Context: an optimization exercise on an open-source flow, tuned for small area. The choices shown serve that exercise and are no tape-out recipe.
The RTL was checked by simulation tests, not by an equivalence proof against the original design.
No activity file was given, so power comes from the tool's default toggle rates.

==> inputs of exp/quartz <==
==> flow/design.v <==
module rf_nand2 (input logic a, b, output logic y);
  assign y = ~(a & b);
endmodule
module rf_nand4 (input logic a, b, c, d, output logic y);
  assign y = ~(a & b & c & d);
endmodule
module rf_nor2 (input logic a, b, output logic y);
  assign y = ~(a | b);
endmodule
module rf_o21ai (input logic a1, a2, b1, output logic y);
  assign y = ~((a1 | a2) & b1);
endmodule
module rf_a222oi (input logic a1, a2, b1, b2, c1, c2, output logic y);
  assign y = ~((a1 & a2) | (b1 & b2) | (c1 & c2));
endmodule
module rf_hold (input logic wr_n, d_n, q, output logic q_next);
  logic g;
  rf_nand2 u_g (.a(wr_n), .b(q), .y(g));
  rf_o21ai u_o (.a1(wr_n), .a2(d_n), .b1(g), .y(q_next));
endmodule
module rf_predec (input logic [4:0] a, output logic [7:0] hi_n, output logic [3:0] lo_n);
  always_comb begin
    for (int h = 0; h < 8; h++) hi_n[h] = (a[4:2] != 3'(h));
    for (int l = 0; l < 4; l++) lo_n[l] = (a[1:0] != 2'(l));
  end
endmodule
module rf_rdbit (input logic [31:1] sel, input logic [31:1] d, output logic y);
  logic [10:0] t;
  logic [1:0]  p;
  logic        q;
  for (genvar g = 0; g < 10; g++) begin : g_aoi
    rf_a222oi u_a (.a1(sel[3*g+1]), .a2(d[3*g+1]),
                   .b1(sel[3*g+2]), .b2(d[3*g+2]),
                   .c1(sel[3*g+3]), .c2(d[3*g+3]), .y(t[g]));
  end
  rf_nand2 u_t10 (.a(sel[31]), .b(d[31]), .y(t[10]));
  rf_nand4 u_p0 (.a(t[0]), .b(t[1]), .c(t[2]),  .d(t[3]), .y(p[0]));
  rf_nand4 u_p1 (.a(t[4]), .b(t[5]), .c(t[6]),  .d(t[7]), .y(p[1]));
  rf_nor2  u_q  (.a(p[0]), .b(p[1]), .y(q));
  rf_nand4 u_y  (.a(q), .b(t[8]), .c(t[9]), .d(t[10]), .y(y));
endmodule
module rv32_register_file #(
  parameter int unsigned DATA_W   = 32,
  parameter int unsigned ADDR_W   = 5,
  parameter int unsigned NUM_REGS = 32
) (
  input  logic              clk,
  input  logic              reset,
  input  logic              reg_file_wr_en,
  input  logic [ADDR_W-1:0] wr_addr,
  input  logic [DATA_W-1:0] data_in,
  input  logic [ADDR_W-1:0] rd_addr_1,
  input  logic [ADDR_W-1:0] rd_addr_2,
  output logic [DATA_W-1:0] rd_data_1,
  output logic [DATA_W-1:0] rd_data_2
);
  localparam int unsigned SEL_GRP  = 8;
  localparam int unsigned DATA_GRP = 16;
  logic [NUM_REGS-1:1][DATA_W-1:0] reg_file;
  logic [NUM_REGS-1:1][DATA_W-1:0] reg_next;
  logic [7:0] wr_hi;
  logic [3:0] wr_lo;
  always_comb begin
    for (int h = 0; h < 8; h++)
      wr_hi[h] = reset | (reg_file_wr_en && (wr_addr[4:2] == 3'(h)));
    for (int l = 0; l < 4; l++)
      wr_lo[l] = reset | (wr_addr[1:0] == 2'(l));
  end
  logic rst_n;
  assign rst_n = ~reset;
  logic [NUM_REGS-1:1][DATA_W/SEL_GRP-1:0] wr_n;
  logic [(NUM_REGS-1)/DATA_GRP:0][DATA_W-1:0] d_n;
  for (genvar i = 1; i < NUM_REGS; i++) begin : g_en
    for (genvar g = 0; g < DATA_W / SEL_GRP; g++) begin : g_grp
      rf_nand2 u_en (.a(wr_hi[i/4]), .b(wr_lo[i%4]), .y(wr_n[i][g]));
    end
  end
  for (genvar c = 0; c <= (NUM_REGS - 1) / DATA_GRP; c++) begin : g_d
    for (genvar b = 0; b < DATA_W; b++) begin : g_bit
      rf_nand2 u_d (.a(data_in[b]), .b(rst_n), .y(d_n[c][b]));
    end
  end
  for (genvar i = 1; i < NUM_REGS; i++) begin : g_reg
    for (genvar b = 0; b < DATA_W; b++) begin : g_bit
      rf_hold u_hold (.wr_n(wr_n[i][b/SEL_GRP]), .d_n(d_n[(i-1)/DATA_GRP][b]),
                      .q(reg_file[i][b]), .q_next(reg_next[i][b]));
    end
  end
  always_ff @(posedge clk) begin
    reg_file <= reg_next;
  end
  localparam int unsigned PRE_GRP = 16;
  logic [DATA_W/PRE_GRP-1:0][7:0] rd_hi_n_1, rd_hi_n_2;
  logic [DATA_W/PRE_GRP-1:0][3:0] rd_lo_n_1, rd_lo_n_2;
  for (genvar p = 0; p < DATA_W / PRE_GRP; p++) begin : g_pre
    rf_predec u_p1 (.a(rd_addr_1), .hi_n(rd_hi_n_1[p]), .lo_n(rd_lo_n_1[p]));
    rf_predec u_p2 (.a(rd_addr_2), .hi_n(rd_hi_n_2[p]), .lo_n(rd_lo_n_2[p]));
  end
  for (genvar g = 0; g < DATA_W / SEL_GRP; g++) begin : g_grp
    logic [NUM_REGS-1:1] sel_1, sel_2;
    for (genvar i = 1; i < NUM_REGS; i++) begin : g_sel
      rf_nor2 u_s1 (.a(rd_hi_n_1[g*SEL_GRP/PRE_GRP][i/4]),
                    .b(rd_lo_n_1[g*SEL_GRP/PRE_GRP][i%4]), .y(sel_1[i]));
      rf_nor2 u_s2 (.a(rd_hi_n_2[g*SEL_GRP/PRE_GRP][i/4]),
                    .b(rd_lo_n_2[g*SEL_GRP/PRE_GRP][i%4]), .y(sel_2[i]));
    end
    for (genvar b = g * SEL_GRP; b < (g + 1) * SEL_GRP; b++) begin : g_rd
      logic [NUM_REGS-1:1] col;
      for (genvar i = 1; i < NUM_REGS; i++) begin : g_col
        assign col[i] = reg_file[i][b];
      end
      rf_rdbit u_rd1 (.sel(sel_1), .d(col), .y(rd_data_1[b]));
      rf_rdbit u_rd2 (.sel(sel_2), .d(col), .y(rd_data_2[b]));
    end
  end
endmodule
==> flow/flow/run.sh <==
#!/bin/bash
# Layout flow: the standard ORFS flow (standard.sh, unchanged synthesis,
# floorplan, power grid and tap cells) with extra ORFS settings:
#  - port buffers are buf_2 cells instead of the delay cells buffer_ports
#    picks on its own;
#  - CTS clusters up to 25 flip-flops (within 100 um) per leaf buffer and inserts no dummy
#    loads.
# The whole make output goes to flow_make.log in the work folder; ORFS keeps
# each step's own log under orfs/logs/.
set -euo pipefail
bash standard.sh \
  "BUFFER_PORTS_ARGS=-buffer_cell sky130_fd_sc_hd__buf_2" \
  "CTS_ARGS=-sink_clustering_enable -repair_clock_nets -dont_use_dummy_load -sink_clustering_size 25 -sink_clustering_max_diameter 100" \
  finish > flow_make.log 2>&1
==> flow/standard.sh <==
#!/bin/bash
# synth_recipe.tcl (not shown) runs the flow's synth.tcl, then flattens the netlist and writes it again
# the make line also repeats each setting of config.mk as NAME=value (left out here)
make -C /OpenROAD-flow-scripts/flow DESIGN_CONFIG=/design/flow/config.mk WORK_HOME=/design/flow/orfs CLKGATE_MAP_FILE= SYNTH_SCRIPT=/design/flow/synth_recipe.tcl "${@:-finish}"
==> flow/config.mk <==
export PLATFORM = sky130hd
export DESIGN_NAME = rv32_register_file
export DESIGN_NICKNAME = rv32_register_file
export VERILOG_FILES = /design/flow/design.v
export SDC_FILE = /design/flow/constraint.sdc
export NUM_CORES = 4
export LEC_CHECK = 0
export CAP_MARGIN = 20
export CORE_MARGIN = 2
export CORE_UTILIZATION = 40
export GPL_TIMING_DRIVEN = 0
export SETUP_SLACK_MARGIN = 0.2
export SLEW_MARGIN = 20
export SYNTH_HIERARCHICAL = 1
==> flow/constraint.sdc <==
create_clock -name core_clock -period 5.0 [get_ports {clk}]
set_input_delay 1.0000 -clock core_clock [delete_from_list [all_inputs] [get_ports {clk}]]
set_output_delay 1.0000 -clock core_clock [all_outputs]
set_load 0.01 [all_outputs]
==> exp/delta (differences from exp/quartz) <==
Settings changed: CORE_UTILIZATION 40 to 55, SETUP_SLACK_MARGIN 0.2 to 0.3.
==> qor summary <==
Area of the multi-input gates: exp/delta 19000 sq um; exp/quartz 19000 sq um
RePlAce Congestion: exp/delta 0.997; exp/quartz 0.973
Final sum of negative setup slack: exp/delta 0 ns; exp/quartz -0.115 ns
Leak Pwr: exp/delta 0.0150 uW; exp/quartz 0.0150 uW
Area of the placeable core: exp/delta 69900 sq um; exp/quartz 96300 sq um
Via count: exp/delta 39.0k; exp/quartz 38.3k
Hold Crit Start: exp/delta reg_file[815]; exp/quartz reg_file[917]
P_clk: exp/delta 4140 uW; exp/quartz 4200 uW
Critical register-to-register path endpoint: exp/delta reg_file[556]; exp/quartz reg_file[497]
Tap cell count: exp/delta 940; exp/quartz 1276
Worst setup path endpoint: exp/delta rd_data_2[23]; exp/quartz rd_data_2[10]
Data arrival time of the critical path: exp/delta 3.82 ns; exp/quartz 4.06 ns
Run status: exp/delta complete, no violations; exp/quartz finished with violations
Layout check failures: exp/delta -; exp/quartz setup timing
Count of non-filler cells in the finished layout: exp/delta 5549; exp/quartz 5891
Share of cells above drive strength 1: exp/delta 4.30%; exp/quartz 4.36%
Worst R2R Start: exp/delta reg_file[556]; exp/quartz reg_file[497]
Overall power of the completed layout: exp/delta 15900 uW; exp/quartz 16000 uW
Final clock period utilization by the worst path: exp/delta 96.4%; exp/quartz 101%

-- what the ideal ports hide --
Ports are ideal in the flow. The routed layouts listed here were re-timed in OpenROAD. Step 1 assumes that a clkbuf_16 drives the clock port and a buf_2 every other input. Step 2 times the ports against the registers' clock, not the clock port: input delays grow and output delays shrink by t, the midpoint of the rising clock arrivals with the driver on. Slacks: ideal / step 1 / step 2; pairs: ideal / step 1.
| run | shift t [ns] | setup slack, ns | hold slack, ns |
|---|---|---|---|
| exp/quartz | 0.700 | -0.057 / -0.083 / -0.083 | 0.466 / 0.466 / 0.466 |
| exp/delta | 0.691 | 0.181 / 0.108 / 0.108 | 0.468 / 0.468 / 0.468 |
The setup slack of exp/delta, which loses most, moves by -0.073 ns with the drivers and by -0.073 ns with both steps.
